What follows belongs to an exercise in optimizing a design on an open flow for small area, a short achievable clock period and few clock cycles per item; a production flow would make more cautious choices. Function was checked by simulation only, so behaviour that the tests miss may differ from the original. Power and IR drop assume default switching activity.

==> flow/design.v (excerpt) <==
module adjacency_matrix_dfs (
  input  logic        clk,
  input  logic        rst_n,
  input  logic        start,
  output logic        busy,
  input  logic [49:0] in_word,
  output logic        out_valid,
  output logic [18:0] out_word
);
  localparam int N = 16;
  localparam logic [1:0] REQ_ADD_VERTEX = 2'd0;
  localparam logic [1:0] REQ_ADD_EDGE = 2'd1;
  localparam logic [1:0] REQ_WALK = 2'd2;
  localparam logic [1:0] ST_OK = 2'd0;
  localparam logic [1:0] ST_FULL = 2'd1;
  localparam logic [1:0] ST_EXISTS = 2'd2;
  localparam logic [1:0] ST_NOT_FOUND = 2'd3;
  logic [15:0] labels_r [N];
  logic [N-1:0] used_r;           
  logic [N-1:0] dup_r;            
  logic [N-1:0] adj_r [N];        
  logic [1:0] r_type;
  logic [15:0] r_a, r_b;
  logic r_wnz;
  logic r_v;
  logic s_v;
  logic [1:0] s_type;
  logic s_full;                   
  logic s_wnz;
  logic [N-1:0] s_sa, s_sb;
  logic walk_r;                   
  logic [N-1:0] vis_r;            
  logic [N-1:0] front_r;          
  logic [N-1:0] pri_r [N];        
  logic s_adv, r_adv, x_go;
  assign s_adv = !s_v || !walk_r;
  assign r_adv = !r_v || s_adv;
  assign x_go = s_v && !walk_r;
  logic [N-1:0] la, lb;
  always_comb begin
    for (int i = 0; i < N; i++) begin
      la[i] = used_r[i] && !dup_r[i] && labels_r[i] == r_a;
      lb[i] = used_r[i] && !dup_r[i] && labels_r[i] == r_b;
    end
  end
  logic full, add_now;
  logic [N-1:0] wslot;
  assign full = used_r[N-1];
  always_comb begin
    for (int i = 0; i < N; i++) begin
      wslot[i] = !used_r[i] && (i == 0 || used_r[(i == 0) ? 0 : i - 1]);
    end
  end
  ...
==> flow/config.mk <==
export PLATFORM = sky130hd
export DESIGN_NAME = adjacency_matrix_dfs
export DESIGN_NICKNAME = adjacency_matrix_dfs
export VERILOG_FILES = /design/flow/design.v
export SDC_FILE = /design/flow/constraint.sdc
export NUM_CORES = 4
export LEC_CHECK = 0
export CAP_MARGIN = 20
export CORE_MARGIN = 2
export CORE_UTILIZATION = 55
export CTS_BUF_LIST = sky130_fd_sc_hd__clkbuf_16
export CTS_CLUSTER_DIAMETER = 60
export CTS_CLUSTER_SIZE = 24
export SLEW_MARGIN = 20
==> flow/constraint.sdc <==
create_clock -name core_clock -period 10.0 [get_ports {clk}]
set_input_delay 2.0000 -clock core_clock [delete_from_list [all_inputs] [get_ports {clk}]]
set_output_delay 2.0000 -clock core_clock [all_outputs]
set_load 0.01 [all_outputs]
standard.sh (not shown) runs the stock make flow with config.mk's settings and CLKGATE_MAP_FILE= SYNTH_SCRIPT=/design/flow/synth_recipe.tcl, a recipe that flattens the netlist after the stock synthesis.
==> flow/flow/run.sh <==
#!/bin/bash
set -euo pipefail
bash standard.sh SETUP_SLACK_MARGIN=6.8 "BUFFER_PORTS_ARGS=-buffer_cell sky130_fd_sc_hd__buf_4" finish > make.log 2>&1
Testbench counts at the start, summed over its fixed seeds: cycles 6,316, items 1,600.
==> next run, changes <==
==> flow/flow/run.sh (replaced) <==
#!/bin/bash
set -euo pipefail
bash standard.sh SETUP_SLACK_MARGIN=6.5 finish > make.log 2>&1
Settings changed: CORE_UTILIZATION 55 to 40.
Synthesized area does not change.
Global-route usage shrinks by 13 points.
First-iteration DRC count shrinks by 2.4%.
Setup slack got worse by 110 ps.
Clock-buffer cell count grows by 16.

========
Another version of the RTL of adjacency_matrix_dfs (not shown whole).
For scale: ~3600 cells after synthesis, roughly 74 I/O pins.
// adjacency_matrix_dfs
module adjacency_matrix_dfs (
  input  logic        clk,
  input  logic        rst_n,
  input  logic        start,
  output logic        busy,
  input  logic [49:0] in_word,
  output logic        out_valid,
  output logic [18:0] out_word
);
  localparam int N = 16;
  localparam logic [1:0] REQ_ADD_VERTEX = 2'd0;
  localparam logic [1:0] REQ_ADD_EDGE = 2'd1;
  localparam logic [1:0] REQ_WALK = 2'd2;
  localparam logic [1:0] ST_OK = 2'd0;
  localparam logic [1:0] ST_FULL = 2'd1;
  localparam logic [1:0] ST_EXISTS = 2'd2;
  localparam logic [1:0] ST_NOT_FOUND = 2'd3;
  logic [15:0] labels_r [N];
  logic [N-1:0] used_r;           
  logic [N-1:0] dup_r;            
  logic [N-1:0] adj_r [N];        
  logic [1:0] r_type;
  logic [15:0] r_a, r_b;
  logic r_wnz;
  logic r_v;
  logic s_v;
  logic [1:0] s_type;
  logic s_full;                   
  logic s_wnz;
  logic [N-1:0] s_sa, s_sb;
  logic walk_r;                   
  logic idle_r;                   
  logic [N-1:0] vis_r;            
  logic [N-1:0] front_r;          
  logic [N-1:0] pri_r [N];        
  logic s_adv, r_adv, x_go;
  assign s_adv = !s_v || !walk_r;
  assign r_adv = !r_v || s_adv;
  assign x_go = s_v && !walk_r;
  logic [N-1:0] la, lb;
  always_comb begin
    for (int i = 0; i < N; i++) begin
      la[i] = used_r[i] && !dup_r[i] && labels_r[i] == r_a;
      lb[i] = used_r[i] && !dup_r[i] && labels_r[i] == r_b;
    end
  end
  logic full, add_now;
  logic [N-1:0] wslot;
  assign full = used_r[N-1];
  always_comb begin
    for (int i = 0; i < N; i++) begin
      wslot[i] = !used_r[i] && (i == 0 || used_r[(i == 0) ? 0 : i - 1]);
    end
  end
  assign add_now = r_v && s_adv && r_type == REQ_ADD_VERTEX && !full;
  logic fa, fb;
  assign fa = |s_sa;
  assign fb = |s_sb;
  logic [N-1:0] inj, vis, q, newf, avail, open_v [N], diag;
  logic front_ge2, last, keep;
  assign inj = s_sa & {N{idle_r}};
  assign vis = vis_r & {N{!idle_r}};
  assign keep = walk_r || (s_v && s_type == REQ_WALK);
  always_comb begin
    for (int w = 0; w < N; w++) begin
      logic ok;
      ok = front_r[w] || inj[w];
      for (int x = 0; x < N; x++) begin
        if (x > w) ok = ok && (!front_r[x] || pri_r[w][x]);
        if (x < w) ok = ok && (!front_r[x] || !pri_r[x][w]);
      end
      q[w] = ok;
    end
    newf = '0;
  ...
==> flow/config.mk <==
export PLATFORM = sky130hd
export DESIGN_NAME = adjacency_matrix_dfs
export DESIGN_NICKNAME = adjacency_matrix_dfs
export VERILOG_FILES = /design/flow/design.v
export SDC_FILE = /design/flow/constraint.sdc
export NUM_CORES = 4
export LEC_CHECK = 0
export CAP_MARGIN = 20
export CORE_MARGIN = 2
export CORE_UTILIZATION = 60
export CTS_BUF_LIST = sky130_fd_sc_hd__clkbuf_16
export CTS_CLUSTER_DIAMETER = 60
export CTS_CLUSTER_SIZE = 24
export SLEW_MARGIN = 20
==> flow/constraint.sdc <==
create_clock -name core_clock -period 10.0 [get_ports {clk}]
set_input_delay 2.0000 -clock core_clock [delete_from_list [all_inputs] [get_ports {clk}]]
set_output_delay 2.0000 -clock core_clock [all_outputs]
set_load 0.01 [all_outputs]
==> flow/flow/run.sh <==
#!/bin/bash
set -euo pipefail
bash standard.sh SETUP_SLACK_MARGIN=6.8 \
  "BUFFER_PORTS_ARGS=-buffer_cell sky130_fd_sc_hd__buf_4" \
  "CTS_ARGS=-sink_clustering_enable -repair_clock_nets -sink_clustering_size 24 -sink_clustering_max_diameter 60 -buf_list sky130_fd_sc_hd__clkbuf_16 -dont_use_dummy_load" \
  finish > make.log 2>&1
Testbench counts at the start, summed over its fixed seeds: cycles 6,324, items 1,600.
Next try:
==> flow/flow/run.sh (replaced) <==
#!/bin/bash
set -euo pipefail
bash standard.sh SETUP_SLACK_MARGIN=7.0 \
  "BUFFER_PORTS_ARGS=-buffer_cell sky130_fd_sc_hd__buf_4" \
  "CTS_ARGS=-sink_clustering_enable -repair_clock_nets -sink_clustering_size 24 -sink_clustering_max_diameter 80 -buf_list sky130_fd_sc_hd__clkbuf_16 -dont_use_dummy_load" \
  finish > make.log 2>&1
Settings changed: CORE_UTILIZATION 60 to 55.
Design area rises by 2.4%.
Wire length rises by 1.6%.
Fmax came out higher by 6.0%.
Via count increases by 1.1%.
Core utilization goes down by 4.1 points.
Die area climbs by 8.9%.
Next try:
==> flow/flow/run.sh (replaced) <==
#!/bin/bash
set -euo pipefail
bash standard.sh SETUP_SLACK_MARGIN=6.8 \
  "BUFFER_PORTS_ARGS=-buffer_cell sky130_fd_sc_hd__buf_4" \
  "CTS_ARGS=-sink_clustering_enable -repair_clock_nets -sink_clustering_size 24 -sink_clustering_max_diameter 60 -buf_list sky130_fd_sc_hd__clkbuf_16 -dont_use_dummy_load" \
  finish > make.log 2>&1
Effect: The new run passed the timing, DRC and antenna checks. First-iteration DRC count shrinks by about a fifth. Sequential share of layout area is higher by 1.2 points. Global-route usage climbs by 0.67 points. Die area stays the same. Worst setup slack loses 0.10 ns. Power came out higher by a few percent.
Next try:
==> flow/flow/run.sh (replaced) <==
#!/bin/bash
set -euo pipefail
bash standard.sh SETUP_SLACK_MARGIN=6.8 \
  "BUFFER_PORTS_ARGS=-buffer_cell sky130_fd_sc_hd__buf_4" \
  "CTS_ARGS=-sink_clustering_enable -repair_clock_nets -sink_clustering_size 24 -sink_clustering_max_diameter 80 -buf_list sky130_fd_sc_hd__clkbuf_16 -dont_use_dummy_load" \
  finish > make.log 2>&1
The changed run finished clean; die area does not change; first-iteration DRC count is lower slightly; worst setup slack is worse by 0.099 ns; total power decreases by a few percent; wire length is lower slightly; cell area is lower slightly; clock skew came out lower by 0.024 ns; via count fell slightly.

## separate check: timing with driven ports
In the flow no input, the clock included, has a driving cell. The finished layouts below were timed again as built, in two steps. Step 1 (the two cells are an assumption about what drives the block):
set clk [get_ports {clk}]
set_driving_cell -lib_cell sky130_fd_sc_hd__clkbuf_16 $clk
set_driving_cell -lib_cell sky130_fd_sc_hd__buf_2 [delete_from_list [all_inputs] $clk]
Step 2 also shifts input and output timing later by t, the mid clock arrival at the registers, as if the neighbouring blocks saw the same clock. Slacks: no drivers / after step 1 / after step 2; pairs: no drivers / after step 1.
| run | shift t [ns] | slack for setup (ns) | worst setup path at the end | cell pins on the clock port's net |
|---|---|---|---|---|
| the first run of note 1 | 0.756 | 6.520 / 6.520 / 6.520 | register to register | 1 |
| the second run of note 1 | 0.745 | 6.410 / 6.410 / 6.105 | input to register | 1 |
| the first run of note 2 | 0.714 | 6.652 / 6.652 / 6.537 | input to register | 1 |
| the second run of note 2 | 0.690 | 6.843 / 6.843 / 6.686 | input to register | 1 |
| the third run of note 2 | 0.735 | 6.741 / 6.741 / 6.741 | register to register | 1 |
| the fourth run of note 2 | 0.704 | 6.642 / 6.642 / 6.642 | register to register | 1 |
After both steps setup and hold are still met in every run listed. For the second run of note 1, which loses most, drivers alone change the setup slack by 0.000 ns; drivers and shift together by -0.305 ns.
